From an optimization exercise on the open Yosys and OpenROAD flow, aimed at small area and a short achievable clock period; shortcuts taken in it are not production practice.
In this exercise RTL edits were held to simulation tests only and were not proved equivalent to the original.
No activity file was given, so power comes from the tool's default toggle rates.

==> flow/design.v, too long to show whole: its modules and the start of the top module <==
// module hwpe_stream_fifo: 51 lines
// module hwpe_shift_fifo: 51 lines
// module hwpe_ctrl_decode: 99 lines
// module hwpe_mac_engine: 1045 lines
// module hwpe_result_unit: 55 lines
// module cluster_hwpe_tile: 114 lines
module cluster_hwpe_tile #(
  parameter int unsigned OpndDepth = 4,
  parameter int unsigned ResDepth  = 4
) (
  input  logic                               clk_i,
  input  logic                               rst_n_i,
  input  logic                               wb_cyc_i,
  input  logic                               wb_stb_i,
  input  logic                               wb_we_i,
  input  logic [tile_cfg_pkg::WB_ADDR_W-1:0] wb_adr_i,
  input  logic [tile_cfg_pkg::WB_DATA_W-1:0] wb_dat_i,
  output logic [tile_cfg_pkg::WB_DATA_W-1:0] wb_dat_o,
  output logic                               wb_ack_o,
  output logic                               wb_err_o,
  output logic                               evt_o
);
  // ...
==> flow/flow/run.sh <==
#!/bin/bash
# Standard synthesis, then the standard layout with a tighter setup
# target for repair_timing and plain buffers on the ports; each step logs
# to its own file here (the ORFS logs are under orfs/logs).
# The clock and constraints are unchanged.
set -euo pipefail
MARGIN=${MARGIN:-6.75}
bash standard.sh synth > synth.log 2>&1
bash standard.sh SETUP_SLACK_MARGIN=$MARGIN "BUFFER_PORTS_ARGS=-buffer_cell sky130_fd_sc_hd__buf_2" finish > layout.log 2>&1
==> flow/standard.sh <==
#!/bin/bash
# synth_recipe.tcl (not shown) runs the flow's synth.tcl, then flattens the netlist and writes it again
# the make line also repeats each setting of config.mk as NAME=value (left out here)
make -C /OpenROAD-flow-scripts/flow DESIGN_CONFIG=/design/flow/config.mk WORK_HOME=/design/flow/orfs CLKGATE_MAP_FILE= SYNTH_SCRIPT=/design/flow/synth_recipe.tcl "${@:-finish}"
==> flow/config.mk <==
export PLATFORM = sky130hd
export DESIGN_NAME = cluster_hwpe_tile
export DESIGN_NICKNAME = cluster_hwpe_tile
export VERILOG_FILES = /design/flow/design.v
export SDC_FILE = /design/flow/constraint.sdc
export NUM_CORES = 4
export LEC_CHECK = 0
export ABC_CLOCK_PERIOD_IN_PS = 3500
export CAP_MARGIN = 20
export CORE_MARGIN = 2
export CORE_UTILIZATION = 40
export CTS_CLUSTER_DIAMETER = 120
export CTS_CLUSTER_SIZE = 24
export SLEW_MARGIN = 20
==> flow/constraint.sdc <==
create_clock -name core_clock -period 10.0 [get_ports {clk_i}]
set_input_delay 2.0000 -clock core_clock [delete_from_list [all_inputs] [get_ports {clk_i}]]
set_output_delay 2.0000 -clock core_clock [all_outputs]
set_load 0.01 [all_outputs]
==> results.txt, run 1 <==
Max FO, Critical Path 9; top cells by count, synth edfxtp_1, xnor2_1, nand2_1; wire length on met2 32.2 mm; Crit. End Element register; Post-Synth Adder-Cell Area 0.120; GR Util met1 0.274; XOR/XNOR Fraction of Synth Area 0.117; Post-synth EDFFs 368; R2R depth 10; detailed route wirelength on metal3 3.58 mm; number of placement rows 93; cts hold-fix bufs 0; Register Area 13300 sq um; total gr overflow 0; GR peak layer met2; status timing/DRC/antenna clean; Initial Util 0.405; most frequent cells in the layout edfxtp_1, xnor2_1, nand2_1; worst path bufs/invs 2; Mean Syn Cell Area 12.5 sq um; Min-Delay Path Class reg -> reg; root buffer cell clkbuf_16; Num Clock Sinks 472; # Taps 855; DP Cell Count 2931; DPL Wire Length 45.4 mm; largest net degree at the start of global routing 69; Required @ worst endpoint 10.34 ns; power per cell area 236 nW/um^2; slowest stage cell on the critical path fa_2; Fin Clk Skew 0.0267 ns; FF+latch count 472; CTS Buf Count 25
==> run 2, diff against run 1 <==
--- a/flow/flow/run.sh
+++ b/flow/flow/run.sh
@@ -4,6 +4,6 @@
 # to its own file here (the ORFS logs are under orfs/logs).
 # The clock and constraints are unchanged.
 set -euo pipefail
-MARGIN=${MARGIN:-6.75}
+MARGIN=${MARGIN:-6.6}
 bash standard.sh synth > synth.log 2>&1
 bash standard.sh SETUP_SLACK_MARGIN=$MARGIN "BUFFER_PORTS_ARGS=-buffer_cell sky130_fd_sc_hd__buf_2" finish > layout.log 2>&1
--- a/flow/config.mk
+++ b/flow/config.mk
@@ -11,4 +11,5 @@
 export CORE_UTILIZATION = 40
 export CTS_CLUSTER_DIAMETER = 120
 export CTS_CLUSTER_SIZE = 24
+export PLACE_DENSITY = 0.75
 export SLEW_MARGIN = 20
==> run 2 against run 1 <==
Still clean on timing, DRC and antenna. Design area down 2.0%. Core utilization down 0.92 points. Global-route usage down 0.56 points. Clock power down 4%. Register-to-register slack worse by 0.098 ns. Clock skew up 0.0079 ns. Via count up 3.4%. Flip-flop and latch count unchanged. Largest power group unchanged.
==> results.txt, run 2 <==
Post-synth EDFFs 368 (unchanged); Slew Limit Fails 0 (unchanged); CP top delay family adder cells (unchanged); Required @ worst endpoint 10.33 ns (was 10.34 ns); top cells by count, synth edfxtp_1, xnor2_1, nand2_1 (unchanged); register area share after synthesis 0.507 (unchanged); CP Depth 10 (unchanged); Num Clock Sinks 472 (unchanged); vias in the first global route 17300 (was 16300); drt pass-1 iters 6 (was 5); Max FO, Critical Path 10 (was 9); synth warn 7 (unchanged); FMAX 299 MHz (was 308 MHz); antenna-violating nets left 0 (unchanged); CTS tree built (unchanged); Internal Power 4.39 mW (was 4.52 mW); CTS Buf Count 24 (was 25); Final setup viols 0 (unchanged); worst skew pair latency 0.60 ns (about the same); share of layout cells above drive strength 1 0.180 (was 0.215); Slew HR 0.319 (was 0.337); Async SR Flop Fraction 0.0657 (unchanged); maximum clock path buffer count 3 (unchanged); worst path bufs/invs 1 (was 2); slowest stage cell on the critical path fa_1 (was fa_2); GPL Wtd Cong 0.873 (was 0.851); number of placement rows 93 (unchanged); Syn Inst Count 2101 (unchanged); total gr overflow 0 (unchanged); Post-Place Setup Slack 5.84 ns (was 5.87 ns); setup_tns 0 ns (unchanged); M3 GR Usage 0.0267 (was 0.0247); Area Growth Syn to Fin 10.4% (was 12.6%); root buffer cell clkbuf_16 (unchanged); min cycle time layout 3.35 ns (was 3.25 ns); most common cell after layout, fill and taps aside edfxtp_1 (unchanged); cell taking the most area after synthesis edfxtp_1 (unchanged); Sw Pwr 2.40 mW (was 2.46 mW); Comb pwr share 0.453 (was 0.462); Post-Syn Nets 2334 (unchanged); core area 64700 sq um (unchanged); Netlist cell types 66 (unchanged); Final #Nets 2382 (was 2401); Min-Delay Path Class reg -> reg (unchanged); vias per inst 5.65 (was 5.43); critical path arrival 3.68 ns (was 3.59 ns); Max rail drop VDD 0.136 mV (was 0.138 mV); final hold vios 0 (unchanged); filler instances 5694 (was 5910); Largest regs i_opnd_fifo.mem_q: 128 flops, i_res_fifo.mem_q: 128 flops (unchanged); leakage 10.7 nW (was 10.9 nW); met2 usage 0.321 (was 0.326); Top cell by count, worst path fa_1; Mean Syn Cell Area 12.5 sq um (unchanged); clock power share 0.162 (was 0.164); I/O pin count 104 (unchanged); top-area cell type share of the netlist area 0.421 (unchanged); switching part of the total 0.353 (was 0.352); detailed-route via count 17100 (was 16500); antenna fix cells 0 (unchanged); critical path's largest stage delay 0.54 ns (was 0.57 ns); most frequent cells in the layout edfxtp_1, xnor2_1, nand2_1 (unchanged); die height 260 um (unchanged); Crit. End Element register (unchanged); Buffers on Ports 73 (unchanged); Total GRT Usage 0.192 (was 0.197); Clk pin slew, worst setup/hold paths 0.09 ns (was 0.10 ns); DRT iter0 DRCs 1794 (was 1354); crit-path cells buf_12 > a22oi_1 > xor2_1 > fa_1 > nor2_2 > a21oi_2 > fa_1 > fa_1 > xor2_1 > xnor2_1 (was buf_12 > a22oi_2 > xnor2_2 > maj3_2 > inv_1 > maj3_1 > fa_1 > fa_2 > xor2_1 > xnor2_1); DPL Wire Length 43.8 mm (was 45.4 mm); Worst Tran Pin Value 1.02 ns (was 0.995 ns); # H-tree levels 1 (unchanged); wire length of the first global-routing pass 100 mm (was 101 mm); RSZ-0062 raised after global routing true (unchanged); Reg power frac 0.385 (was 0.373); WL per Instance 21.8 um (was 22.3 um); Final Cycle Share 0.335 (was 0.325); GR Util met1 0.254 (was 0.274); GR peak layer met2 (unchanged); Cell Area, Synth 26200 sq um (unchanged); die width 260 um (unchanged); power per cell area 234 nW/um^2 (was 236 nW/um^2); die area 67600 sq um (unchanged); initial antenna violation count 3 (unchanged); synth top area cells edfxtp_1, xnor2_1, fa_1 (unchanged); Fin Clk Skew 0.0346 ns (was 0.0267 ns); drt total wl 66.0 mm (was 67.7 mm); largest net degree at the start of global routing 67 (was 69); max cap viols 0 (unchanged); depth of the worst hold-timing path 2 (unchanged); setup ws final 6.65 ns (was 6.75 ns); status timing/DRC/antenna clean (unchanged); Worst Setup Path Type reg -> reg (unchanged); R2R depth 10 (unchanged); ys flop type edfxtp_1 (unchanged); number of synthesized register bits 472 (unchanged); Initial Util 0.405 (unchanged); DRC viols 0 (unchanged); most frequent cell after synthesis edfxtp_1 (unchanged); crit start category register (unchanged)
==> run 2: path summary, 6_finish.rpt <==
| kind | endpoint | slack [ns] | from |
|---|---|---|---|
| hold / removal | i_decode.wb_dat_o[29] | 0.49 | i_decode.ctrl_q[29] |
| max in group asynchronous | i_res_fifo.rd_ptr_q[1] | 8.00 | rst_n_i |
| min in group asynchronous | i_result.evt_q | 1.45 | rst_n_i |
| hold reg to reg | i_decode.wb_dat_o[29] | 0.49 | i_decode.ctrl_q[29] |
| setup reg to reg | i_engine.c_q[17] | 6.65 | i_opnd_fifo.mem_q[0][12] |
| setup / recovery | i_engine.c_q[17] | 6.65 | i_opnd_fifo.mem_q[0][12] |
==> run 2: layout make-up <==
type | count | area, sq um | share of cell area
clock buffers | 40 | 661 | 0.0228
clock inverters | 4 | 57.6 | 0.00199
inverters | 116 | 452 | 0.0156
multi-input cells | 1383 | 12200 | 0.422
flip-flops and latches | 472 | 13300 | 0.461
well taps | 855 | 1070 | 0.0370
repair buffers | 151 | 1170 | 0.0403
repair inverters | 1 | 7.51 | 0.000259
==> run 2: repair_timing <==
item | 4_1_cts | 5_1_grt
setup buffers | 43 | 12
hold buffers | 0 | 0
gates cloned | 1 | 0
gates resized for setup | 31 | 49
pin swaps | 4 | 13
setup endpoints to repair | 136 | 93
hold endpoints to repair | 0 | 0
==> run 2: logic make-up after synthesis <==
logic type      count (synthesis)  synth area share
compound gates                336            0.0875
buf+inv                       246            0.0381
flops                         472             0.507
fa+ha+maj                     208             0.120
simple gates                  376            0.0658
xor+xnor                      341             0.117
mux                           122            0.0650
==> run 2: power by group through the flow <==
stage,Combinational (mW),Clock [mW],Sequential [mW]
2_1_floorplan,2.45,0,2.55
3_3_place_gp,2.79,0,2.67
3_5_place_dp,2.93,0,2.67
4_1_cts,3.00,1.12,2.61
5_1_grt,3.38,1.19,2.62
6_report,3.07,1.10,2.61
==> run 2: worst min-delay path: stages (launching register included) <==
cell      delay (ns)
edfxtp_1        0.33
a22oi_1         0.06
nor2_1          0.09
==> run 2: stage by stage <==
| stage | hold slack (ns) | cells | util | total power, mW | cell area (sq um) |
|---|---|---|---|---|---|
| after detailed placement | 0.486 | 2922 | 0.422 | 5.60 | 27300 |
| final | 0.494 | 3022 | 0.447 | 6.78 | 29000 |
| after global placement | 0.476 | 2922 | 0.422 | 5.45 | 27300 |
| after CTS | 0.486 | 3010 | 0.442 | 6.73 | 28600 |
| after floorplan | 0.437 | 2101 | - | 5.00 | 26300 |
| after global routing | 0.524 | 3022 | 0.447 | 7.19 | 29000 |
==> run 2: routing by layer <==
metal | share of wire | up-vias
li1 | - | 7470
met3 | 0.084 | 164
met5 | 0.00021 | -
met1 | 0.39 | 8591
met2 | 0.49 | 835
met4 | 0.035 | 2
==> run 3, diff against run 2 <==
--- a/flow/config.mk
+++ b/flow/config.mk
@@ -11,5 +11,4 @@
 export CORE_UTILIZATION = 40
 export CTS_CLUSTER_DIAMETER = 120
 export CTS_CLUSTER_SIZE = 24
-export PLACE_DENSITY = 0.75
 export SLEW_MARGIN = 20
==> run 3 against run 2 <==
First-iteration DRC count shrank 30%. Synthesized cell count is the same. Highest routed layer is now met4. Still clean. Flip-flop and latch count is the same. Clock skew grew 0.0086 ns. Critical path depth grew 1. Cell count is essentially flat.
==> results.txt, run 3 <==
Max rail drop VDD 0.162 mV (was 0.136 mV); Post-synth EDFFs 368 (unchanged); depth of the worst hold-timing path 2 (unchanged); Worst Tran Pin Value 1.00 ns (was 1.02 ns); reg-to-reg critical path startpoint i_opnd_fifo.mem_q[0][14] (was i_opnd_fifo.mem_q[0][12]); Largest regs i_opnd_fifo.mem_q: 128 flops, i_res_fifo.mem_q: 128 flops (unchanged); critical path arrival 3.65 ns (was 3.68 ns); most frequent cells in the layout edfxtp_1, xnor2_1, nand2_1 (unchanged); Initial Util 0.405 (unchanged); final hold vios 0 (unchanged); drt total wl 69.4 mm (was 66.0 mm); die width 260 um (unchanged); Num Clock Sinks 472 (unchanged); Async SR Flop Fraction 0.0657 (unchanged); Register Area 13300 sq um (unchanged); maximum clock path buffer count 3 (unchanged); root buffer cell clkbuf_16 (unchanged); die height 260 um (unchanged); Netlist cell types 66 (unchanged); Critical Path Start i_opnd_fifo.mem_q[0][14] (was i_opnd_fifo.mem_q[0][12]); # H-tree levels 1 (unchanged); Buffers on Ports 73 (unchanged); FMAX 302 MHz (was 299 MHz); I/O pin count 104 (unchanged); cell taking the most area after synthesis edfxtp_1 (unchanged); total power 6.81 mW (was 6.78 mW); most frequent cell after synthesis edfxtp_1 (unchanged); antenna fix cells 0 (unchanged); WL per Instance 22.9 um (was 21.8 um); top-area cell type share of the netlist area 0.421 (unchanged); antenna-violating nets left 0 (unchanged); Final setup viols 0 (unchanged); number of placement rows 93 (unchanged); Syn Inst Count 2101 (unchanged); Mean Syn Cell Area 12.5 sq um (unchanged); core area 64700 sq um (unchanged); worst skew pair latency 0.61 ns (was 0.60 ns); register area share after synthesis 0.507 (unchanged); wire length of the first global-routing pass 104 mm (was 100 mm); Slew HR 0.330 (was 0.319); Area Growth Syn to Fin 10.5% (was 10.4%); total gr overflow 0 (unchanged); setup ws final 6.69 ns (was 6.65 ns); r2r setup slk 6.69 ns (was 6.65 ns); synth warn 7 (unchanged); crit start category register (unchanged); vias per inst 5.46 (was 5.65); RSZ-0062 raised after global routing true (unchanged); cts hold-fix bufs 0 (unchanged); DRC viols 0 (unchanged); leakage 10.7 nW (about the same); drt pass-1 iters 6 (unchanged); min cycle time layout 3.31 ns (was 3.35 ns); R2R depth 11 (was 10); power per cell area 235 nW/um^2 (was 234 nW/um^2); Final #Nets 2384 (was 2382); largest net degree at the start of global routing 67 (unchanged); Reg-to-Reg End i_engine.c_q[17] (unchanged); detailed-route via count 16500 (was 17100); synth top area cells edfxtp_1, xnor2_1, fa_1 (unchanged); CTS tree built (unchanged); DRT iter0 DRCs 1257 (was 1794); status timing/DRC/antenna clean (unchanged); Worst Hold End i_decode.wb_dat_o[22] (was i_decode.wb_dat_o[29]); max cap viols 0 (unchanged); Multi-input gate area 12200 sq um (about the same); Clk pin slew, worst setup/hold paths 0.10 ns (was 0.09 ns); Slew Limit Fails 0 (unchanged); Worst Setup Path Type reg -> reg (unchanged); Required @ worst endpoint 10.35 ns (was 10.33 ns); filler instances 5924 (was 5694); die area 67600 sq um (unchanged); Fin Clk Skew 0.0432 ns (was 0.0346 ns); Post-Place Setup Slack 5.80 ns (was 5.84 ns); top cells by count, synth edfxtp_1, xnor2_1, nand2_1 (unchanged); most common cell after layout, fill and taps aside edfxtp_1 (unchanged); Post-Syn Nets 2334 (unchanged); Min-Delay Path Class reg -> reg (unchanged); CTS Buf Count 25 (was 24); setup_tns 0 ns (unchanged); Max FO, Critical Path 17 (was 10); ys flop type edfxtp_1 (unchanged); initial antenna violation count 3 (unchanged); Cell Area, Synth 26200 sq um (unchanged); min-delay src i_decode.ctrl_q[22] (was i_decode.ctrl_q[29]); number of synthesized register bits 472 (unchanged); vias in the first global route 16800 (was 17300); Final Cycle Share 0.331 (was 0.335); DPL Wire Length 46.2 mm (was 43.8 mm); GPL Wtd Cong 0.845 (was 0.873); share of layout cells above drive strength 1 0.176 (was 0.180); Total GRT Usage 0.204 (was 0.192); Crit. End Element register (unchanged)
==> run 3: what timing repair did <==
action                                  4_1_cts  5_1_grt
setup buffers                                44        4
cloned                                        1        0
pin swaps                                     3       12
resized for setup                            30       44
endpoints found under the setup margin      133       95
==> run 3: final cells by class <==
| cell class | instances | area share |
|---|---|---|
| clock buffer | 41 | 0.0236 |
| clock inverter | 5 | 0.00315 |
| inverter | 116 | 0.0156 |
| multi-input combinational | 1383 | 0.421 |
| sequential | 472 | 0.460 |
| tap | 855 | 0.0369 |
| timing repair buffer | 152 | 0.0400 |
| timing repair inverter | 1 | 0.000259 |
==> run 3: worst max path at each step <==
stage / endpoint / slack, ns
after floorplan: i_result.head_q[0] / 6.57
after global placement: i_result.head_q[6] / 5.83
after detailed placement: i_result.head_q[22] / 5.80
after CTS: i_res_fifo.mem_q[0][17] / 6.61
after global routing: i_engine.c_q[22] / 6.51
final: i_engine.c_q[17] / 6.69
==> run 3: worst max-delay path, stage by stage, from the launching register on <==
cell and delay (ns):
edfxtp_1 0.42, buf_6 0.20, a22oi_1 0.24, xnor2_1 0.17, fa_1 0.49, xnor2_1 0.27
xnor2_2 0.17, nand2_1 0.09, a21oi_1 0.21, fa_1 0.47, xor2_1 0.17, xnor2_1 0.12
==> run 3: per-stage QoR <==
stage / cells / area (sq um) / util / hold slack [ns]
finish: 3025 / 29000 / 0.448 / 0.497
global placement: 2930 / 27400 / 0.423 / 0.472
CTS: 3021 / 28700 / 0.444 / 0.497
global route: 3025 / 29000 / 0.448 / 0.523
detailed placement: 2930 / 27400 / 0.423 / 0.474
floorplan: 2101 / 26300 / - / 0.437
==> run 3: metal layers <==
layer | part of all wire | vias to the layer above | wire, um | track usage
met2 | 0.48 | 517 | 33300 | 0.341
met3 | 0.065 | 104 | 4520 | 0.0263
li1 | - | 7466 | - | -
met4 | 0.028 | 0 | 1970 | 0.0595
met1 | 0.43 | 8436 | 29600 | 0.278
met5 | 0 | - | 0 | 0
==> run 3: logic make-up (layout without fill, tap and decap cells) <==
group,after synthesis,after routing,synth area share
xor+xnor,341,341,0.117
flops,472,472,0.507
compound gates,336,336,0.0875
buf+inv,246,315,0.0381
fa+ha+maj,208,208,0.120
simple gates,376,376,0.0658
mux,122,122,0.0650
==> run 3: power by group <==
part | internal, mW | total [mW] | switching (mW) | leakage (nW)
logic | 1.44 | 3.03 | 1.59 | 5.80
registers | 2.47 | 2.62 | 0.143 | 4.52
clock network | 0.493 | 1.16 | 0.665 | 0.367
==> run 4, diff against run 3 <==
--- a/flow/flow/run.sh
+++ b/flow/flow/run.sh
@@ -4,6 +4,6 @@
 # to its own file here (the ORFS logs are under orfs/logs).
 # The clock and constraints are unchanged.
 set -euo pipefail
-MARGIN=${MARGIN:-6.6}
+MARGIN=${MARGIN:-7.0}
 bash standard.sh synth > synth.log 2>&1
 bash standard.sh SETUP_SLACK_MARGIN=$MARGIN "BUFFER_PORTS_ARGS=-buffer_cell sky130_fd_sc_hd__buf_2" finish > layout.log 2>&1
--- a/flow/config.mk
+++ b/flow/config.mk
@@ -12,3 +12,4 @@
 export CTS_CLUSTER_DIAMETER = 120
 export CTS_CLUSTER_SIZE = 24
 export SLEW_MARGIN = 20
+export TNS_END_PERCENT = 10
==> run 4 against run 3 <==
Flip-flop and latch count did not move. Area after synthesis did not move. Sequential share of layout area fell by 0.41 points. Critical endpoint unchanged. Largest cell class unchanged.
==> results.txt, run 4 <==
DRC viols 0 (unchanged); cell taking the most area after synthesis edfxtp_1 (unchanged); Final Cycle Share 0.328 (was 0.331); Crit. End Element register (unchanged); top-area cell type share of the netlist area 0.421 (unchanged); top cells by count, synth edfxtp_1, xnor2_1, nand2_1 (unchanged); Mean Syn Cell Area 12.5 sq um (unchanged); Required @ worst endpoint 10.34 ns (was 10.35 ns); total gr overflow 0 (unchanged); Post-synth EDFFs 368 (unchanged); crit start category register (unchanged); min cycle time layout 3.28 ns (was 3.31 ns); register area share after synthesis 0.507 (unchanged); Clk pin slew, worst setup/hold paths 0.10 ns (about the same); Total GRT Usage 0.203 (was 0.204); crit-path cells buf_12 > a22oi_2 > xor2_1 > fa_1 > nor2_2 > a21oi_2 > fa_1 > fa_2 > xor2_1 > xnor2_1 (was buf_6 > a22oi_1 > xnor2_1 > fa_1 > xnor2_1 > xnor2_2 > nand2_1 > a21oi_1 > fa_1 > xor2_1 > xnor2_1); Post-Syn Nets 2334 (unchanged); status timing/DRC/antenna clean (unchanged); share of layout cells above drive strength 1 0.192 (was 0.176); antenna-violating nets left 0 (unchanged); most frequent cell after synthesis edfxtp_1 (unchanged); Largest regs i_opnd_fifo.mem_q: 128 flops, i_res_fifo.mem_q: 128 flops (unchanged); number of placement rows 93 (unchanged); DPL Wire Length 45.7 mm (was 46.2 mm); Slew HR 0.307 (was 0.330); GPL Wtd Cong 0.842 (was 0.845); Max rail drop VDD 0.132 mV (was 0.162 mV); die height 260 um (unchanged); XOR/XNOR Fraction of Synth Area 0.117 (unchanged); Synth Area in Simple Gates 0.0658 (unchanged); Num Clock Sinks 472 (unchanged); maximum clock path buffer count 3 (unchanged); Worst Setup Path Type reg -> reg (unchanged); slowest stage cell on the critical path fa_2 (was fa_1); fin cells 3049 (was 3025); DP Cell Count 2932 (was 2930); drt pass-1 iters 5 (was 6); setup_tns 0 ns (unchanged); ys flop type edfxtp_1 (unchanged); critical path's largest stage delay 0.57 ns (was 0.49 ns); filler instances 5856 (was 5924); CTS tree built (unchanged); Async SR Flop Fraction 0.0657 (unchanged); FMAX 305 MHz (was 302 MHz); synth warn 7 (unchanged); Hold Slack 0.494 ns (was 0.497 ns); # H-tree levels 1 (unchanged); main combinational cell family by area after synthesis adder cells (unchanged); vias per inst 5.44 (was 5.46); Syn Inst Count 2101 (unchanged); worst skew pair latency 0.60 ns (was 0.61 ns); critical path arrival 3.61 ns (was 3.65 ns); detailed-route via count 16600 (was 16500); die area 67600 sq um (unchanged); final hold vios 0 (unchanged); DRT iter0 DRCs 1484 (was 1257); die width 260 um (unchanged); Area Growth Syn to Fin 11.6% (was 10.5%); vias in the first global route 16900 (was 16800); I/O pin count 104 (unchanged); Final setup viols 0 (unchanged); wire length of the first global-routing pass 103 mm (was 104 mm); Cell Area, Synth 26200 sq um (unchanged); number of synthesized register bits 472 (unchanged); Min-Delay Path Class reg -> reg (unchanged); Max FO, Critical Path 10 (was 17); WL per Instance 22.5 um (was 22.9 um); leakage 10.8 nW (was 10.7 nW); post-synthesis compound-gate area fraction 0.0875 (unchanged); mux share of post-synthesis cell area 0.0650 (unchanged); Slew Limit Fails 0 (unchanged); drt total wl 68.6 mm (was 69.4 mm); max cap viols 0 (unchanged); most frequent cells in the layout edfxtp_1, xnor2_1, nand2_1 (unchanged); Final #Nets 2409 (was 2384); Fin Clk Skew 0.0333 ns (was 0.0432 ns); synth top area cells edfxtp_1, xnor2_1, fa_1 (unchanged); core area 64700 sq um (unchanged); most common cell after layout, fill and taps aside edfxtp_1 (unchanged); Netlist cell types 66 (unchanged); Worst Tran Pin Value 1.04 ns (was 1.00 ns); root buffer cell clkbuf_16 (unchanged); CTS Buf Count 24 (was 25); power per cell area 233 nW/um^2 (was 235 nW/um^2); Buffers on Ports 73 (unchanged); RSZ-0062 raised after global routing true (unchanged); Post-Synth Adder-Cell Area 0.120 (unchanged); initial antenna violation count 2 (was 3); Initial Util 0.405 (unchanged); largest net degree at the start of global routing 69 (was 67)
run 4: cell types whose count changed in the layout (fill, tap and decap cells not counted), moves of 4 or more:
cell,before,now
buf_4,59,80
xnor2_1,237,245
xnor2_2,20,12
a21oi_1,32,25
a21oi_2,4,10
buf_12,14,19
dfxtp_2,6,2
o21ai_0,78,74
run 4: cells by family after synthesis:
logic type,Yosys count
fa+ha+maj,208
compound gates,336
mux,122
simple gates,376
xor+xnor,341
flops,472
buf+inv,246
run 4: power by group:
| group | total (mW) | internal [mW] | switching (mW) |
|---|---|---|---|
| Combinational | 3.10 | 1.47 | 1.62 |
| Sequential | 2.60 | 2.47 | 0.130 |
| Clock | 1.11 | 0.466 | 0.641 |
| Total | 6.81 | 4.41 | 2.39 |
run 4: worst paths after layout:
path                                          start                     end  slack [ns]  cells after the start
hold reg to reg                 i_decode.ctrl_q[28]   i_decode.wb_dat_o[28]        0.49                      2
max in group asynchronous                   rst_n_i  i_res_fifo.rd_ptr_q[0]        7.91                      1
setup reg to reg           i_opnd_fifo.mem_q[0][12]        i_engine.c_q[17]        6.72                     10
min in group asynchronous                   rst_n_i     i_result.count_q[5]        1.50                      1
setup / recovery           i_opnd_fifo.mem_q[0][12]        i_engine.c_q[17]        6.72                     10
hold / removal                  i_decode.ctrl_q[28]   i_decode.wb_dat_o[28]        0.49                      2
run 4: per-layer routing:
layer	vias to the layer above	wire, um	track usage
met3	111	4100	0.0232
met1	8435	29400	0.276
met5	-	0	0
li1	7535	-	-
met2	512	33000	0.342
met4	0	2180	0.0619
run 4: final cells by class:
cell class | instances | area, sq um | share of cell area
timing repair buffer | 178 | 1420 | 0.0484
tap | 855 | 1070 | 0.0366
timing repair inverter | 1 | 7.51 | 0.000257
antenna | 1 | 2.50 | 0.0000855
inverter | 116 | 454 | 0.0155
multi-input combinational | 1383 | 12300 | 0.419
clock buffer | 40 | 661 | 0.0226
sequential | 472 | 13300 | 0.456
clock inverter | 3 | 52.6 | 0.00180
run 4: worst max-delay path, delay by kind of cell, from the launching register on:
family / cells / cell delay, ns
flip-flops: 1 / 0.43
XOR/XNOR: 3 / 0.46
AND/OR/NAND/NOR: 1 / 0.13
buffers and inverters: 1 / 0.17
adder cells (fa/ha/maj): 3 / 1.57
AO/OA/AOI/OAI: 2 / 0.26
run 4: timing repair:
item                                    in CTS  in global routing
pin swaps                                   31                 13
cloned                                       1                  0
gates resized for setup                     82                 28
hold buffers                                 0                  0
endpoints found under the setup margin     235                242
buffers inserted                            67                  5
run 4: metrics by stage:
| step | utilization | power (mW) | area, sq um | setup WS [ns] |
|---|---|---|---|---|
| finish | 0.452 | 6.81 | 29300 | 6.72 |
| global route | 0.452 | 7.25 | 29300 | 6.62 |
| CTS | 0.450 | 6.81 | 29100 | 6.81 |
| detailed placement | 0.423 | 5.61 | 27400 | 5.80 |
| global placement | 0.423 | 5.50 | 27400 | 5.79 |
| floorplan | - | 5.00 | 26300 | 6.57 |
==> run 5, diff against run 4 <==
--- a/flow/flow/run.sh
+++ b/flow/flow/run.sh
@@ -4,6 +4,6 @@
 # to its own file here (the ORFS logs are under orfs/logs).
 # The clock and constraints are unchanged.
 set -euo pipefail
-MARGIN=${MARGIN:-7.0}
+MARGIN=${MARGIN:-6.6}
 bash standard.sh synth > synth.log 2>&1
 bash standard.sh SETUP_SLACK_MARGIN=$MARGIN "BUFFER_PORTS_ARGS=-buffer_cell sky130_fd_sc_hd__buf_2" finish > layout.log 2>&1
--- a/flow/config.mk
+++ b/flow/config.mk
@@ -9,7 +9,6 @@
 export CAP_MARGIN = 20
 export CORE_MARGIN = 2
 export CORE_UTILIZATION = 40
-export CTS_CLUSTER_DIAMETER = 120
-export CTS_CLUSTER_SIZE = 24
+export CTS_CLUSTER_DIAMETER = 160
+export CTS_CLUSTER_SIZE = 20
 export SLEW_MARGIN = 20
-export TNS_END_PERCENT = 10
==> run 5 against run 4 <==
Combinational power down 3%. Worst hold slack worse by 0.0076 ns. Via count down 0.70%. Worst setup slack worse by 0.011 ns. Die area unchanged. Global-route usage up 0.25 points. Core utilization down 0.53 points. Synthesized cell count unchanged. Sequential share of layout area up 0.51 points. Critical path depth down 1. Total power about the same. Clock power up 5%.
==> results.txt, run 5 <==
status timing/DRC/antenna clean (unchanged); I/O pin count 104 (unchanged); DRT iter0 DRCs 1343 (was 1484); detailed-route via count 16500 (was 16600); Num Clock Sinks 472 (unchanged); share of layout cells above drive strength 1 0.172 (was 0.192); wire length of the first global-routing pass 105 mm (was 103 mm); antenna fix cells 0 (was 1); drt total wl 69.5 mm (was 68.6 mm); CTS Buf Count 27 (was 24); die area 67600 sq um (unchanged); Mean Syn Cell Area 12.5 sq um (unchanged); critical path arrival 3.66 ns (was 3.61 ns); top-area cell type share of the netlist area 0.421 (unchanged); largest net degree at the start of global routing 67 (was 69); Max rail drop VDD 0.131 mV (was 0.132 mV); R2R depth 9 (was 10); Buffers on Ports 73 (unchanged); depth of the worst hold-timing path 2 (unchanged); vias per inst 5.45 (was 5.44); setup_tns 0 ns (unchanged); Max FO, Critical Path 16 (was 10); Post-synth EDFFs 368 (unchanged); Worst Tran Pin Value 1.01 ns (was 1.04 ns); Largest regs i_opnd_fifo.mem_q: 128 flops, i_res_fifo.mem_q: 128 flops (unchanged); root buffer cell clkbuf_16 (unchanged); most frequent cell after synthesis edfxtp_1 (unchanged); Min-Delay Path Class reg -> reg (unchanged); Required @ worst endpoint 10.37 ns (was 10.34 ns); slowest stage cell on the critical path dfxtp_2 (was fa_2); crit start category register (unchanged); Crit. End Element register (unchanged); WL per Instance 23.0 um (was 22.5 um); crit-path cells a22oi_1 > xnor2_1 > maj3_1 > inv_1 > maj3_1 > fa_1 > fa_1 > xor2_1 > xnor2_1 (was buf_12 > a22oi_2 > xor2_1 > fa_1 > nor2_2 > a21oi_2 > fa_1 > fa_2 > xor2_1 > xnor2_1); core area 64700 sq um (unchanged); ys flop type edfxtp_1 (unchanged); DRC viols 0 (unchanged); max cap viols 0 (unchanged); Total GRT Usage 0.206 (was 0.203); leakage 10.7 nW (was 10.8 nW); cts hold-fix bufs 0 (unchanged); GPL Wtd Cong 0.845 (was 0.842); most frequent cells in the layout edfxtp_1, xnor2_1, nand2_1 (unchanged); synth warn 7 (unchanged); number of placement rows 93 (unchanged); Area Growth Syn to Fin 10.3% (was 11.6%); initial antenna violation count 3 (was 2); worst skew pair latency 0.62 ns (was 0.60 ns); power per cell area 235 nW/um^2 (was 233 nW/um^2); cell taking the most area after synthesis edfxtp_1 (unchanged); Netlist cell types 66 (unchanged); min cycle time layout 3.29 ns (was 3.28 ns); vias in the first global route 16800 (was 16900); Slew HR 0.324 (was 0.307); Cell Area, Synth 26200 sq um (unchanged); die width 260 um (unchanged); die height 260 um (unchanged); CTS tree built (unchanged); antenna-violating nets left 0 (unchanged); RSZ-0062 raised after global routing true (unchanged); number of synthesized register bits 472 (unchanged); critical path's largest stage delay 0.65 ns (was 0.57 ns); top cells by count, synth edfxtp_1, xnor2_1, nand2_1 (unchanged); Final #Nets 2383 (was 2409); final hold vios 0 (unchanged); filler instances 5942 (was 5856); total gr overflow 0 (unchanged); register area share after synthesis 0.507 (unchanged); Clk pin slew, worst setup/hold paths 0.11 ns (was 0.10 ns); drt pass-1 iters 5 (unchanged); Async SR Flop Fraction 0.0657 (unchanged); Fin Clk Skew 0.0263 ns (was 0.0333 ns); maximum clock path buffer count 3 (unchanged); most common cell after layout, fill and taps aside edfxtp_1 (unchanged); Syn Inst Count 2101 (unchanged); DPL Wire Length 46.2 mm (was 45.7 mm); Worst Setup Path Type reg -> reg (unchanged); Post-Syn Nets 2334 (unchanged); FMAX 304 MHz (was 305 MHz); Slew Limit Fails 0 (unchanged); Initial Util 0.405 (unchanged); Hold Slack 0.486 ns (was 0.494 ns); Final Cycle Share 0.329 (was 0.328); synth top area cells edfxtp_1, xnor2_1, fa_1 (unchanged); # H-tree levels 1 (unchanged); Final setup viols 0 (unchanged)
## run 5: path summary, 6_finish.rpt
| check | start | endpoint | slack [ns] |
|---|---|---|---|
| max | i_engine.two_q[2] | i_engine.c_q[17] | 6.71 |
| min | i_decode.ctrl_q[22] | i_decode.wb_dat_o[22] | 0.49 |
| max reg2reg | i_engine.two_q[2] | i_engine.c_q[17] | 6.71 |
| min reg2reg | i_decode.ctrl_q[22] | i_decode.wb_dat_o[22] | 0.49 |
| max in group asynchronous | rst_n_i | i_res_fifo.rd_ptr_q[0] | 7.91 |
| min in group asynchronous | rst_n_i | i_result.evt_q | 1.49 |
## run 5: cells by family after synthesis
kind of cell,Yosys count,synth area share
compound gates,336,0.0875
xor+xnor,341,0.117
fa+ha+maj,208,0.120
buf+inv,246,0.0381
flops,472,0.507
mux,122,0.0650
simple gates,376,0.0658
## run 5: layer usage
layer,wire [um],part of all wire,GRT usage,vias to the layer above
met5,0,0,0,-
met3,3940,0.057,0.0265,100
met4,1890,0.027,0.0592,0
met1,30000,0.43,0.280,8430
li1,-,-,-,7475
met2,33600,0.48,0.344,472
## run 5: what timing repair did
action	CTS	global route
buffers inserted	36	9
pin swaps	3	10
gates resized for setup	29	38
gates cloned	1	0
endpoints found under the setup margin	124	91
## run 5: where the power goes
| group | internal (mW) | total, mW | leakage [nW] | switching [mW] |
|---|---|---|---|---|
| Sequential | 2.47 | 2.61 | 4.52 | 0.142 |
| Clock | 0.518 | 1.17 | 0.372 | 0.650 |
| Combinational | 1.43 | 3.02 | 5.76 | 1.59 |
| Total | 4.42 | 6.81 | 10.7 | 2.38 |
## run 5: area by class of cell
| type | count | area (sq um) | area share |
|---|---|---|---|
| sequential | 472 | 13300 | 0.461 |
| tap | 855 | 1070 | 0.0370 |
| multi-input combinational | 1383 | 12200 | 0.420 |
| clock inverter | 2 | 28.8 | 0.000995 |
| timing repair inverter | 1 | 7.51 | 0.000260 |
| clock buffer | 48 | 754 | 0.0261 |
| timing repair buffer | 149 | 1130 | 0.0389 |
| inverter | 116 | 454 | 0.0157 |
## run 5: worst max-delay path, delay by kind of cell, from the launching register on
family / cells / cell delay, ns
buffers and inverters: 1 / 0.06
AOI/OAI and AO/OA: 1 / 0.15
DFF: 1 / 0.65
xor gates and xnor gates: 3 / 0.53
adders and majority gates: 4 / 1.67
## run 5: stage by stage
step,instances,setup slack (ns),cell area (sq um),utilization,total power [mW]
2_1_floorplan,2101,6.57,26300,-,5.00
3_3_place_gp,2930,5.83,27400,0.423,5.50
3_5_place_dp,2930,5.80,27400,0.423,5.60
4_1_cts,3017,6.61,28700,0.443,6.81
5_1_grt,3026,6.56,28900,0.447,7.24
6_report,3026,6.71,28900,0.447,6.81
==> run 6, diff against run 5 <==
--- a/flow/flow/run.sh
+++ b/flow/flow/run.sh
@@ -4,6 +4,6 @@
 # to its own file here (the ORFS logs are under orfs/logs).
 # The clock and constraints are unchanged.
 set -euo pipefail
-MARGIN=${MARGIN:-6.6}
+MARGIN=${MARGIN:-6.75}
 bash standard.sh synth > synth.log 2>&1
 bash standard.sh SETUP_SLACK_MARGIN=$MARGIN "BUFFER_PORTS_ARGS=-buffer_cell sky130_fd_sc_hd__buf_2" finish > layout.log 2>&1
--- a/flow/config.mk
+++ b/flow/config.mk
@@ -9,6 +9,6 @@
 export CAP_MARGIN = 20
 export CORE_MARGIN = 2
 export CORE_UTILIZATION = 40
-export CTS_CLUSTER_DIAMETER = 160
-export CTS_CLUSTER_SIZE = 20
+export CTS_CLUSTER_DIAMETER = 140
+export CTS_CLUSTER_SIZE = 22
 export SLEW_MARGIN = 20
==> run 6 against run 5 <==
Register-to-register slack improved by 0.02 ns. Maximum frequency up 0.69%. Non-clock buffer count increased by 17. Design area grew 1.5%. Critical endpoint unchanged. Largest cell class unchanged. Sequential share of layout area decreased by 0.64 points. Critical path depth rose by 1. Sequential power about the same. Cell count grew 0.43%. Clock-buffer cell count is 4 lower. Worst hold slack better by 0.013 ns.
==> results.txt, run 6 <==
Hold Slack 0.499 ns (was 0.486 ns); most frequent cells in the layout edfxtp_1, xnor2_1, nand2_1 (unchanged); Num Clock Sinks 472 (unchanged); drt pass-1 iters 5 (unchanged); switching part of the total 0.350 (about the same); vias per inst 5.40 (was 5.45); Final Cycle Share 0.327 (was 0.329); Post-Place Setup Slack 5.87 ns (was 5.80 ns); Max FO, Critical Path 17 (was 16); share of layout cells above drive strength 1 0.207 (was 0.172); Post-Syn Nets 2334 (unchanged); core area 64700 sq um (unchanged); initial antenna violation count 3 (unchanged); die area 67600 sq um (unchanged); max cap viols 0 (unchanged); ys flop type edfxtp_1 (unchanged); R2R depth 10 (was 9); Syn Inst Count 2101 (unchanged); cell taking the most area after synthesis edfxtp_1 (unchanged); status timing/DRC/antenna clean (unchanged); maximum clock path buffer count 3 (unchanged); leakage 10.9 nW (was 10.7 nW); CTS Buf Count 25 (was 27); WL per Instance 22.2 um (was 23.0 um); final hold vios 0 (unchanged); number of synthesized register bits 472 (unchanged); DPL Wire Length 45.4 mm (was 46.2 mm); GPL Wtd Cong 0.851 (was 0.845); Buffers on Ports 73 (unchanged); root buffer cell clkbuf_16 (unchanged); final core occ 0.454 (was 0.447); Worst Tran Pin Value 1.01 ns (about the same); Comb pwr share 0.461 (was 0.444); detailed-route via count 16400 (was 16500); vias in the first global route 16300 (was 16800); Area Growth Syn to Fin 11.9% (was 10.3%); Clk pin slew, worst setup/hold paths 0.11 ns (about the same); Slew Limit Fails 0 (unchanged); fin cells 3039 (was 3026); depth of the worst hold-timing path 2 (unchanged); most common cell after layout, fill and taps aside edfxtp_1 (unchanged); Worst Setup Path Type reg -> reg (unchanged); Async SR Flop Fraction 0.0657 (unchanged); Netlist cell types 66 (unchanged); Total GRT Usage 0.197 (was 0.206); Internal Power 4.48 mW (was 4.42 mW); Min-Delay Path Class reg -> reg (unchanged); DRC viols 0 (unchanged); setup_tns 0 ns (unchanged); DP Cell Count 2931 (was 2930); min cycle time layout 3.27 ns (was 3.29 ns); most frequent cell after synthesis edfxtp_1 (unchanged); die width 260 um (unchanged); die height 260 um (unchanged); Largest regs i_opnd_fifo.mem_q: 128 flops, i_res_fifo.mem_q: 128 flops (unchanged); clock power share 0.162 (was 0.172); synth top area cells edfxtp_1, xnor2_1, fa_1 (unchanged); critical path arrival 3.62 ns (was 3.66 ns); Slew HR 0.329 (was 0.324); Mean Syn Cell Area 12.5 sq um (unchanged); crit start category register (unchanged); synth warn 7 (unchanged); antenna-violating nets left 0 (unchanged); Crit. End Element register (unchanged); antenna fix cells 0 (unchanged); power per cell area 235 nW/um^2 (about the same); drt total wl 67.3 mm (was 69.5 mm); reg-to-reg critical path startpoint i_opnd_fifo.mem_q[0][15] (was i_engine.two_q[2]); total gr overflow 0 (unchanged); worst skew pair latency 0.60 ns (was 0.62 ns); setup ws final 6.73 ns (was 6.71 ns); Critical Path Start i_opnd_fifo.mem_q[0][15] (was i_engine.two_q[2]); Final #Nets 2398 (was 2383); min-delay src i_decode.ctrl_q[29] (was i_decode.ctrl_q[22]); Fin Clk Skew 0.0247 ns (was 0.0263 ns); CTS tree built (unchanged); Cell Area, Synth 26200 sq um (unchanged); top cells by count, synth edfxtp_1, xnor2_1, nand2_1 (unchanged); Post-synth EDFFs 368 (unchanged); DRT iter0 DRCs 1391 (was 1343); Final setup viols 0 (unchanged); register area share after synthesis 0.507 (unchanged); largest net degree at the start of global routing 69 (was 67); Max rail drop VDD 0.117 mV (was 0.131 mV); Reg power frac 0.378 (was 0.384); number of placement rows 93 (unchanged); Sw Pwr 2.41 mW (was 2.38 mW); RSZ-0062 raised after global routing true (unchanged); Initial Util 0.405 (unchanged); # H-tree levels 1 (unchanged); FMAX 306 MHz (was 304 MHz); filler instances 5921 (was 5942); wire length of the first global-routing pass 101 mm (was 105 mm); top-area cell type share of the netlist area 0.421 (unchanged); Required @ worst endpoint 10.35 ns (was 10.37 ns); cts hold-fix bufs 0 (unchanged); I/O pin count 104 (unchanged)
## run 6: routing by layer
layer	share of wire	global-route usage
met2	0.48	0.325
met1	0.44	0.272
met5	0.00025	0
met3	0.054	0.0274
met4	0.032	0.0563
## run 6: cell type report
type                    instances  area, sq um  share of cell area
multi-input cells            1383        12500               0.425
repair inverters                1         7.51            0.000256
clock buffers                  44          697              0.0237
repair buffers                166         1280              0.0435
well taps                     855         1070              0.0364
inverters                     116          452              0.0154
clock inverters                 2         36.3             0.00124
flip-flops and latches        472        13300               0.454
## run 6: repair_timing
action	CTS	global route
pin swaps	6	34
gates resized for setup	44	106
gates cloned	1	0
setup endpoints to repair	145	126
setup buffers	49	12
## run 6: cells by family after synthesis
| logic type | synth area share |
|---|---|
| AO/OA/AOI/OAI | 0.0875 |
| multiplexers | 0.0650 |
| AND/OR/NAND/NOR | 0.0658 |
| buffers and inverters | 0.0381 |
| adder cells (fa/ha/maj) | 0.120 |
| XOR/XNOR | 0.117 |
| flip-flops | 0.507 |
## run 6: power by group through the flow
| stage | clock network [mW] | registers, mW | logic [mW] |
|---|---|---|---|
| floorplan | 0 | 2.55 | 2.45 |
| global placement | 0 | 2.66 | 2.85 |
| detailed placement | 0 | 2.66 | 2.94 |
| CTS | 1.15 | 2.60 | 3.02 |
| global route | 1.21 | 2.62 | 3.52 |
| finish | 1.11 | 2.60 | 3.17 |
## run 6: worst max-delay path, cell delays in order, from the launching register on
cell	delay (ns)
edfxtp_1	0.40
buf_6	0.18
a22oi_2	0.25
xnor2_2	0.18
maj3_2	0.27
inv_1	0.05
maj3_1	0.37
fa_1	0.49
fa_2	0.56
xor2_1	0.17
xnor2_1	0.08
## run 6: through the flow
stage                     total power [mW]  area (sq um)
after global routing                  7.35         29400
after CTS                             6.77         28800
after detailed placement              5.60         27400
final                                 6.89         29400
after global placement                5.51         27400
after floorplan                       5.00         26300
## run 6: worst paths after layout
kind | to | slack (ns)
max | i_engine.c_q[17] | 6.73
min | i_decode.wb_dat_o[29] | 0.50
max reg2reg | i_engine.c_q[17] | 6.73
min reg2reg | i_decode.wb_dat_o[29] | 0.50
max in group asynchronous | i_res_fifo.rd_ptr_q[0] | 7.94
min in group asynchronous | i_result.count_q[4] | 1.49
==> run 7, diff against run 6 <==
--- a/flow/flow/run.sh
+++ b/flow/flow/run.sh
@@ -4,6 +4,6 @@
 # to its own file here (the ORFS logs are under orfs/logs).
 # The clock and constraints are unchanged.
 set -euo pipefail
-MARGIN=${MARGIN:-6.75}
+MARGIN=${MARGIN:-6.5}
 bash standard.sh synth > synth.log 2>&1
 bash standard.sh SETUP_SLACK_MARGIN=$MARGIN "BUFFER_PORTS_ARGS=-buffer_cell sky130_fd_sc_hd__buf_2" finish > layout.log 2>&1
==> run 7 against run 6 <==
Critical path depth down 2. Clock power is essentially flat. Register-to-register slack got worse by 0.13 ns.
==> results.txt, run 7 <==
root buffer cell clkbuf_16 (unchanged); Async SR Flop Fraction 0.0657 (unchanged); Required @ worst endpoint 10.34 ns (was 10.35 ns); I/O pin count 104 (unchanged); ys flop type edfxtp_1 (unchanged); Reg-to-Reg End i_engine.c_q[17] (unchanged); Critical Path Start i_opnd_fifo.mem_q[0][1] (was i_opnd_fifo.mem_q[0][15]); vias in the first global route 16600 (was 16300); Min-Delay Path Class reg -> reg (unchanged); core area 64700 sq um (unchanged); Hold Slack 0.502 ns (was 0.499 ns); DP Cell Count 2928 (was 2931); detailed-route via count 16500 (was 16400); Internal Power 4.39 mW (was 4.48 mW); Slew Limit Fails 0 (unchanged); clock power share 0.165 (was 0.162); switching part of the total 0.350 (about the same); CTS Buf Count 25 (unchanged); Synth Area in Simple Gates 0.0658 (unchanged); Worst Setup Path Type reg -> reg (unchanged); Cell Area, Synth 26200 sq um (unchanged); die height 260 um (unchanged); Total GRT Usage 0.200 (was 0.197); register area share after synthesis 0.507 (unchanged); final hold vios 0 (unchanged); crit path capture i_engine.c_q[17] (unchanged); drt pass-1 iters 5 (unchanged); most frequent cells in the layout edfxtp_1, xnor2_1, nand2_1 (unchanged); Crit. End Element register (unchanged); Fin Clk Skew 0.0195 ns (was 0.0247 ns); number of synthesized register bits 472 (unchanged); vias per inst 5.47 (was 5.40); status timing/DRC/antenna clean (unchanged); crit start category register (unchanged); Post-Syn Nets 2334 (unchanged); Post-DP Area 27300 sq um (was 27400 sq um); Worst Tran Pin Value 1.04 ns (was 1.01 ns); most common cell after layout, fill and taps aside edfxtp_1 (unchanged); largest net degree at the start of global routing 69 (unchanged); Area Growth Syn to Fin 9.77% (was 11.9%); R2R depth 8 (was 10); post-synthesis compound-gate area fraction 0.0875 (unchanged); antenna-violating nets left 0 (unchanged); Max rail drop VDD 0.125 mV (was 0.117 mV); Num Clock Sinks 472 (unchanged); antenna fix cells 0 (unchanged); Post-synth EDFFs 368 (unchanged); Reg power frac 0.387 (was 0.378); Initial Util 0.405 (unchanged); wire length of the first global-routing pass 102 mm (was 101 mm); share of layout cells above drive strength 1 0.170 (was 0.207); design area 28800 sq um (was 29400 sq um); top-area cell type share of the netlist area 0.421 (unchanged); top cells by count, synth edfxtp_1, xnor2_1, nand2_1 (unchanged); DRC viols 0 (unchanged); reg-to-reg critical path startpoint i_opnd_fifo.mem_q[0][1] (was i_opnd_fifo.mem_q[0][15]); Slew HR 0.307 (was 0.329); FMAX 294 MHz (was 306 MHz); DRT iter0 DRCs 1387 (was 1391); WL per Instance 22.5 um (was 22.2 um); CTS tree built (unchanged); Post-Synth Adder-Cell Area 0.120 (unchanged); Clk pin slew, worst setup/hold paths 0.10 ns (was 0.11 ns); Final setup viols 0 (unchanged); r2r setup slk 6.60 ns (was 6.73 ns); RSZ-0062 raised after global routing true (unchanged); power per cell area 235 nW/um^2 (about the same); Mean Syn Cell Area 12.5 sq um (unchanged); most frequent cell after synthesis edfxtp_1 (unchanged); total gr overflow 0 (unchanged); fin cells 3020 (was 3039); worst skew pair latency 0.60 ns (about the same); DPL Wire Length 45.8 mm (was 45.4 mm); cell taking the most area after synthesis edfxtp_1 (unchanged); XOR/XNOR Fraction of Synth Area 0.117 (unchanged); total power 6.76 mW (was 6.89 mW); # H-tree levels 1 (unchanged); Max FO, Critical Path 17 (unchanged); Comb pwr share 0.448 (was 0.461); Netlist cell types 66 (unchanged); synth top area cells edfxtp_1, xnor2_1, fa_1 (unchanged); number of placement rows 93 (unchanged); critical path arrival 3.74 ns (was 3.62 ns); Final Cycle Share 0.340 (was 0.327); Final #Nets 2379 (was 2398); Largest regs i_opnd_fifo.mem_q: 128 flops, i_res_fifo.mem_q: 128 flops (unchanged); Buffers on Ports 73 (unchanged); mux share of post-synthesis cell area 0.0650 (unchanged); Sw Pwr 2.37 mW (was 2.41 mW); initial antenna violation count 0 (was 3); maximum clock path buffer count 3 (unchanged); die area 67600 sq um (unchanged); Syn Inst Count 2101 (unchanged); drt total wl 67.9 mm (was 67.3 mm); setup_tns 0 ns (unchanged); synth warn 7 (unchanged); main combinational cell family by area after synthesis adder cells (unchanged); min cycle time layout 3.40 ns (was 3.27 ns); leakage 10.6 nW (was 10.9 nW); filler instances 5965 (was 5921); GPL Wtd Cong 0.837 (was 0.851); max cap viols 0 (unchanged); die width 260 um (unchanged)
-- run 7: critical path: stages (launching register included) --
cell      delay (ns)
edfxtp_1        0.99
a22oi_1         0.18
xnor2_1         0.20
fa_1            0.41
inv_1           0.07
fa_1            0.43
fa_1            0.53
xor2_2          0.20
xnor2_1         0.13
-- run 7: stage by stage --
step | setup WS (ns) | utilization
after floorplan | 6.51 | -
after global placement | 5.62 | 0.423
after detailed placement | 5.56 | 0.423
after CTS | 6.50 | 0.440
after global routing | 6.42 | 0.445
final | 6.60 | 0.445
-- run 7: worst min path at each step --
stage               depth (start not counted)                  endpoint  slack [ns]                     start
finish                                      2  i_opnd_fifo.mem_q[0][16]        0.50  i_opnd_fifo.mem_q[1][16]
global route                                2     i_decode.wb_dat_o[18]        0.53       i_decode.ctrl_q[18]
CTS                                         2  i_opnd_fifo.mem_q[0][16]        0.51  i_opnd_fifo.mem_q[1][16]
detailed placement                          2  i_opnd_fifo.mem_q[0][16]        0.48  i_opnd_fifo.mem_q[1][16]
global placement                            2     i_decode.wb_dat_o[26]        0.48       i_decode.ctrl_q[26]
floorplan                                   2  i_opnd_fifo.mem_q[0][16]        0.44  i_opnd_fifo.mem_q[1][16]
-- run 7: power by group through the flow --
| stage | registers, mW | clock network, mW | logic, mW |
|---|---|---|---|
| detailed placement | 2.68 | 0 | 2.92 |
| CTS | 2.62 | 1.15 | 2.97 |
| finish | 2.62 | 1.12 | 3.03 |
| global route | 2.63 | 1.21 | 3.37 |
| floorplan | 2.55 | 0 | 2.45 |
| global placement | 2.67 | 0 | 2.83 |
-- run 7: final cells by class --
class | instances | area (sq um) | area share
clock buffers | 44 | 697 | 0.0242
clock inverters | 2 | 36.3 | 0.00126
inverters | 116 | 439 | 0.0153
multi-input cells | 1383 | 12100 | 0.421
flip-flops and latches | 472 | 13300 | 0.463
well taps | 855 | 1070 | 0.0372
repair buffers | 147 | 1100 | 0.0382
repair inverters | 1 | 7.51 | 0.000261
-- run 7: cell families after synthesis --
kind of cell	Yosys count
buffers and inverters	246
muxes	122
DFF	472
and+or+nand+nor	376
adders and majority gates	208
AOI/OAI and AO/OA	336
xor gates and xnor gates	341
-- run 7: repair_timing --
| action | CTS | global route |
|---|---|---|
| pin swaps | 1 | 12 |
| hold buffers | 0 | 0 |
| resized for setup | 26 | 37 |
| buffers inserted | 28 | 17 |
| cloned | 1 | 0 |
| endpoints found under the setup margin | 117 | 83 |
-- run 7: routing by layer --
metal | part of all wire | vias to the layer above | global-route usage
met3 | 0.055 | 120 | 0.0248
met1 | 0.43 | 8431 | 0.271
met2 | 0.48 | 499 | 0.335
met5 | 0 | - | 0
met4 | 0.032 | 0 | 0.0602
li1 | - | 7458 | -
==> run 8, diff against run 7 <==
--- a/flow/flow/run.sh
+++ b/flow/flow/run.sh
@@ -4,6 +4,6 @@
 # to its own file here (the ORFS logs are under orfs/logs).
 # The clock and constraints are unchanged.
 set -euo pipefail
-MARGIN=${MARGIN:-6.5}
+MARGIN=${MARGIN:-6.7}
 bash standard.sh synth > synth.log 2>&1
 bash standard.sh SETUP_SLACK_MARGIN=$MARGIN "BUFFER_PORTS_ARGS=-buffer_cell sky130_fd_sc_hd__buf_2" finish > layout.log 2>&1
==> run 8 against run 7 <==
Routed wire length is 0.59% lower. Area after synthesis stayed put. Sequential share of layout area is 0.66 points lower. Clock power hardly changed. Total power is 1.4% higher. Critical endpoint unchanged. Critical path depth is 2 higher. Sequential power hardly changed. Still clean on timing, DRC and antenna.
==> results.txt, run 8 <==
Min-Delay Path Class reg -> reg (unchanged); CTS Buf Count 25 (unchanged); Post-synth EDFFs 368 (unchanged); Initial Util 0.405 (unchanged); number of placement rows 93 (unchanged); Worst Setup Path Type reg -> reg (unchanged); Mean Syn Cell Area 12.5 sq um (unchanged); wire length of the first global-routing pass 101 mm (was 102 mm); Slew HR 0.332 (was 0.307); Buffers on Ports 73 (unchanged); total gr overflow 0 (unchanged); Total GRT Usage 0.197 (was 0.200); final core occ 0.452 (was 0.445); DPL Wire Length 45.4 mm (was 45.8 mm); drt total wl 67.5 mm (was 67.9 mm); min cycle time layout 3.26 ns (was 3.40 ns); status timing/DRC/antenna clean (unchanged); largest net degree at the start of global routing 69 (unchanged); RSZ-0062 raised after global routing true (unchanged); I/O pin count 104 (unchanged); Fin Clk Skew 0.0207 ns (was 0.0195 ns); crit start category register (unchanged); setup_tns 0 ns (unchanged); most frequent cells in the layout edfxtp_1, xnor2_1, nand2_1 (unchanged); FMAX 307 MHz (was 294 MHz); detailed-route via count 16500 (about the same); worst skew pair latency 0.60 ns (about the same); vias in the first global route 16300 (was 16600); Num Clock Sinks 472 (unchanged); Required @ worst endpoint 10.35 ns (was 10.34 ns); cell taking the most area after synthesis edfxtp_1 (unchanged); power per cell area 234 nW/um^2 (was 235 nW/um^2); synth top area cells edfxtp_1, xnor2_1, fa_1 (unchanged); Post-DP Area 27400 sq um (was 27300 sq um); DRC viols 0 (unchanged); antenna-violating nets left 0 (unchanged); die area 67600 sq um (unchanged); Final setup viols 0 (unchanged); Worst Tran Pin Value 1.00 ns (was 1.04 ns); Netlist cell types 66 (unchanged); Max rail drop VDD 0.117 mV (was 0.125 mV); die height 260 um (unchanged); initial antenna violation count 4 (was 0); Slew Limit Fails 0 (unchanged); # H-tree levels 1 (unchanged); critical path arrival 3.61 ns (was 3.74 ns); ys flop type edfxtp_1 (unchanged); Final #Nets 2396 (was 2379); Max FO, Critical Path 8 (was 17); Final Cycle Share 0.326 (was 0.340); final hold vios 0 (unchanged); top cells by count, synth edfxtp_1, xnor2_1, nand2_1 (unchanged); core area 64700 sq um (unchanged); Cell Area, Synth 26200 sq um (unchanged); CTS tree built (unchanged); top-area cell type share of the netlist area 0.421 (unchanged); root buffer cell clkbuf_16 (unchanged); max cap viols 0 (unchanged); design area 29200 sq um (was 28800 sq um); Syn Inst Count 2101 (unchanged); most frequent cell after synthesis edfxtp_1 (unchanged); Largest regs i_opnd_fifo.mem_q: 128 flops, i_res_fifo.mem_q: 128 flops (unchanged); DRT iter0 DRCs 1358 (was 1387); most common cell after layout, fill and taps aside edfxtp_1 (unchanged); synth warn 7 (unchanged); drt pass-1 iters 5 (unchanged); Area Growth Syn to Fin 11.5% (was 9.77%); Async SR Flop Fraction 0.0657 (unchanged); leakage 10.8 nW (was 10.6 nW); register area share after synthesis 0.507 (unchanged); share of layout cells above drive strength 1 0.197 (was 0.170); GPL Wtd Cong 0.851 (was 0.837); WL per Instance 22.2 um (was 22.5 um); vias per inst 5.43 (was 5.47); maximum clock path buffer count 3 (unchanged); number of synthesized register bits 472 (unchanged); Crit. End Element register (unchanged); Clk pin slew, worst setup/hold paths 0.10 ns (about the same); die width 260 um (unchanged); Post-Syn Nets 2334 (unchanged)
run 8: cell counts after synthesis:
No cell type changed its count.
run 8: cells by family (layout without fill, tap and decap cells):
family,count (synthesis),in the layout,share of synthesized area
other cells,0,1,0
compound gates,336,336,0.0875
simple gates,376,376,0.0658
xor+xnor,341,341,0.117
mux,122,122,0.0650
flops,472,472,0.507
buf+inv,246,327,0.0381
fa+ha+maj,208,208,0.120
run 8: through the flow:
stage | setup slack (ns) | hold slack, ns | cells | total power [mW]
finish | 6.74 | 0.499 | 3038 | 6.86
global placement | 5.91 | 0.478 | 2931 | 5.51
global route | 6.61 | 0.531 | 3037 | 7.31
floorplan | 6.57 | 0.437 | 2101 | 5.00
CTS | 6.70 | 0.505 | 3024 | 6.77
detailed placement | 5.87 | 0.485 | 2931 | 5.60
run 8: layout make-up:
type | instances | area, sq um
timing repair buffer | 164 | 1270
fill | 5917 | 35500
inverter | 116 | 452
clock buffer | 44 | 697
sequential | 472 | 13300
antenna | 1 | 2.50
clock inverter | 2 | 36.3
multi-input combinational | 1383 | 12400
tap | 855 | 1070
timing repair inverter | 1 | 7.51
run 8: final timing paths:
kind                                          startpoint                      to  slack, ns  cells after the start
worst max-delay path            i_opnd_fifo.mem_q[0][13]        i_engine.c_q[17]       6.74                     10
worst min-delay path                 i_decode.ctrl_q[29]   i_decode.wb_dat_o[29]       0.50                      2
worst max register to register  i_opnd_fifo.mem_q[0][13]        i_engine.c_q[17]       6.74                     10
worst min register to register       i_decode.ctrl_q[29]   i_decode.wb_dat_o[29]       0.50                      2
max in group asynchronous                        rst_n_i  i_res_fifo.rd_ptr_q[0]       7.94                      1
min in group asynchronous                        rst_n_i     i_result.count_q[4]       1.48                      1
run 8: where the power goes:
| part | internal, mW | leakage (nW) | switching (mW) |
|---|---|---|---|
| clock network | 0.483 | 0.347 | 0.629 |
| registers | 2.47 | 4.52 | 0.130 |
| logic | 1.50 | 5.94 | 1.64 |
| total | 4.45 | 10.8 | 2.40 |
run 8: repair_timing:
item / CTS / global route
pin swaps: 5 / 31
setup buffers: 46 / 12
setup endpoints to repair: 131 / 110
cloned: 1 / 1
gates resized for setup: 38 / 85
hold buffers: 0 / 0
run 8: routing by layer:
metal  share of wire  global-route usage  up-vias  wire length, um
li1                -                   -     7487                -
met1            0.43               0.272     8378            29300
met2            0.47               0.326      526            32000
met3           0.062              0.0273       92             4190
met4           0.029              0.0538        2             1990
met5         0.00019                   0        -               13
run 8: worst max-delay path, stage by stage (launching register included):
cell and delay, ns:
edfxtp_1 0.43, buf_12 0.18, a22oi_2 0.20, xnor2_1 0.19, maj3_2 0.29, inv_1 0.05, maj3_1 0.37, fa_1 0.55
fa_2 0.46, xor2_1 0.18, xnor2_1 0.12
==> run 9, diff against run 8 <==
--- a/flow/flow/run.sh
+++ b/flow/flow/run.sh
@@ -4,6 +4,6 @@
 # to its own file here (the ORFS logs are under orfs/logs).
 # The clock and constraints are unchanged.
 set -euo pipefail
-MARGIN=${MARGIN:-6.7}
+MARGIN=${MARGIN:-6.6}
 bash standard.sh synth > synth.log 2>&1
 bash standard.sh SETUP_SLACK_MARGIN=$MARGIN "BUFFER_PORTS_ARGS=-buffer_cell sky130_fd_sc_hd__buf_2" finish > layout.log 2>&1
==> run 9 against run 8 <==
Largest power group unchanged. Critical endpoint unchanged. Worst hold slack got worse by 0.012 ns. Clock power increased by 5%. Worst setup slack got worse by 0.014 ns. Still clean. Sequential share of layout area increased by 0.39 points. Routed wire length increased by 3.1%. Non-clock buffer count decreased by 12. Die area unchanged. Largest cell class unchanged. Critical path depth unchanged. Highest routed layer is now met4.
==> results.txt, run 9 <==
leakage 10.7 nW (was 10.8 nW); most common cell after layout, fill and taps aside edfxtp_1 (unchanged); synth warn 7 (unchanged); Max FO, Critical Path 17 (was 8); FMAX 306 MHz (was 307 MHz); GPL Wtd Cong 0.845 (was 0.851); Cell Area, Synth 26200 sq um (unchanged); drt pass-1 iters 6 (was 5); Worst Tran Pin Value 1.02 ns (was 1.00 ns); vias per inst 5.45 (was 5.43); Post-synth EDFFs 368 (unchanged); WL per Instance 23.0 um (was 22.2 um); number of synthesized register bits 472 (unchanged); synth top area cells edfxtp_1, xnor2_1, fa_1 (unchanged); Max rail drop VDD 0.127 mV (was 0.117 mV); Netlist cell types 66 (unchanged); Required @ worst endpoint 10.35 ns (about the same); Crit. End Element register (unchanged); Worst Setup Path Type reg -> reg (unchanged); critical path arrival 3.62 ns (was 3.61 ns); largest net degree at the start of global routing 67 (was 69); Slew HR 0.318 (was 0.332); top-area cell type share of the netlist area 0.421 (unchanged); Multi-input gate area 12200 sq um (was 12400 sq um); cell taking the most area after synthesis edfxtp_1 (unchanged); core area 64700 sq um (unchanged); CTS Buf Count 26 (was 25); Buffers on Ports 73 (unchanged); Synth Area in Simple Gates 0.0658 (unchanged); Total GRT Usage 0.205 (was 0.197); most frequent cells in the layout edfxtp_1, xnor2_1, nand2_1 (unchanged); worst skew pair latency 0.60 ns (about the same); Largest regs i_opnd_fifo.mem_q: 128 flops, i_res_fifo.mem_q: 128 flops (unchanged); Num Clock Sinks 472 (unchanged); die area 67600 sq um (unchanged); Min-Delay Path Class reg -> reg (unchanged); post-synthesis compound-gate area fraction 0.0875 (unchanged); Post-DP Area 27400 sq um (about the same); Fin Clk Skew 0.0194 ns (was 0.0207 ns); status timing/DRC/antenna clean (unchanged); wire length of the first global-routing pass 104 mm (was 101 mm); number of placement rows 93 (unchanged); Area Growth Syn to Fin 10.5% (was 11.5%); Initial Util 0.405 (unchanged); cts hold-fix bufs 0 (unchanged); ys flop type edfxtp_1 (unchanged); min cycle time layout 3.27 ns (was 3.26 ns); drt total wl 69.6 mm (was 67.5 mm); Internal Power 4.42 mW (was 4.45 mW); I/O pin count 104 (unchanged); initial antenna violation count 3 (was 4); top cells by count, synth edfxtp_1, xnor2_1, nand2_1 (unchanged); Post-Synth Adder-Cell Area 0.120 (unchanged); crit start category register (unchanged); design area 29000 sq um (was 29200 sq um); filler instances 5934 (was 5917); Final #Nets 2385 (was 2396); DP Cell Count 2930 (was 2931); switching part of the total 0.351 (was 0.350); Clk pin slew, worst setup/hold paths 0.09 ns (was 0.10 ns); setup_tns 0 ns (unchanged); CTS tree built (unchanged); Reg power frac 0.384 (was 0.380); antenna fix cells 0 (was 1); Mean Syn Cell Area 12.5 sq um (unchanged); Slew Limit Fails 0 (unchanged); Final Cycle Share 0.327 (was 0.326); die height 260 um (unchanged); Async SR Flop Fraction 0.0657 (unchanged); # H-tree levels 1 (unchanged); die width 260 um (unchanged)
-- run 9: changes by cell type in the layout (fill, tap and decap cells not counted), moves of 3 or more --
cell / change
fa_1: +3
xnor2_2: -11
buf_4: -11
fa_2: -3
maj3_2: -4
a22oi_2: -4
maj3_1: +4
xor2_1: +6
xor2_2: -6
xnor2_1: +11
a22oi_1: +4
-- run 9: logic make-up (layout without fill, tap and decap cells) --
kind of cell    count (synthesis)  in the layout
compound gates                336            336
fa+ha+maj                     208            208
mux                           122            122
buf+inv                       246            317
xor+xnor                      341            341
flops                         472            472
simple gates                  376            376
-- run 9: path summary, 6_finish.rpt --
kind,cells past startpoint,slack [ns],to,startpoint
worst max-delay path,10,6.73,i_engine.c_q[17],i_opnd_fifo.mem_q[0][15]
worst min-delay path,2,0.49,i_decode.wb_dat_o[22],i_decode.ctrl_q[22]
worst max register to register,10,6.73,i_engine.c_q[17],i_opnd_fifo.mem_q[0][15]
worst min register to register,2,0.49,i_decode.wb_dat_o[22],i_decode.ctrl_q[22]
max in group asynchronous,1,7.92,i_res_fifo.rd_ptr_q[0],rst_n_i
min in group asynchronous,1,1.49,i_result.evt_q,rst_n_i
-- run 9: repair_timing --
action,4_1_cts,5_1_grt
pin swaps,3,14
resized for setup,30,50
gates cloned,1,0
endpoints found under the setup margin,125,93
endpoints found under the hold margin,0,0
setup buffers,39,9
-- run 9: per-layer routing --
metal / wire, um / vias to the layer above / track usage
li1: - / 7473 / -
met1: 29600 / 8417 / 0.280
met2: 33900 / 519 / 0.343
met3: 4520 / 76 / 0.0293
met4: 1500 / 0 / 0.0538
met5: 0 / - / 0
-- run 9: power by group through the flow --
stage	sequential (mW)	combinational (mW)	clock [mW]
floorplan	2.55	2.45	0
global placement	2.67	2.83	0
detailed placement	2.68	2.92	0
CTS	2.61	2.99	1.19
global route	2.63	3.37	1.25
finish	2.62	3.03	1.16
-- run 9: layout make-up --
cell class | instances | share of cell area
Sequential cell | 472 | 0.460
Multi-Input combinational cell | 1383 | 0.420
Timing Repair Buffer | 152 | 0.0401
Tap cell | 855 | 0.0369
Clock buffer | 44 | 0.0248
Inverter | 116 | 0.0156
Clock inverter | 4 | 0.00199
Timing Repair inverter | 1 | 0.000259
-- run 9: stage by stage --
step                      setup slack [ns]  utilization  power, mW  hold WS, ns
after floorplan                       6.57            -       5.00        0.437
after global placement                5.83        0.423       5.50        0.472
after detailed placement              5.80        0.423       5.60        0.474
after CTS                             6.62        0.443       6.80        0.494
after global routing                  6.58        0.448       7.25        0.522
final                                 6.73        0.448       6.81        0.486
-- run 9: worst max-delay path, stage by stage (launching register included) --
cell	delay, ns
edfxtp_1	0.39
buf_6	0.18
a22oi_1	0.24
xnor2_1	0.19
maj3_2	0.28
inv_1	0.05
maj3_1	0.38
fa_1	0.49
fa_1	0.53
xor2_1	0.19
xnor2_1	0.08

Setup slack of run 9, layout unchanged: 6.727 ns with ideal ports, 6.727 ns with driving cells assumed (clock clkbuf_16, inputs buf_2), 6.201 ns with port delays also shifted by the 0.647 ns mid clock arrival.
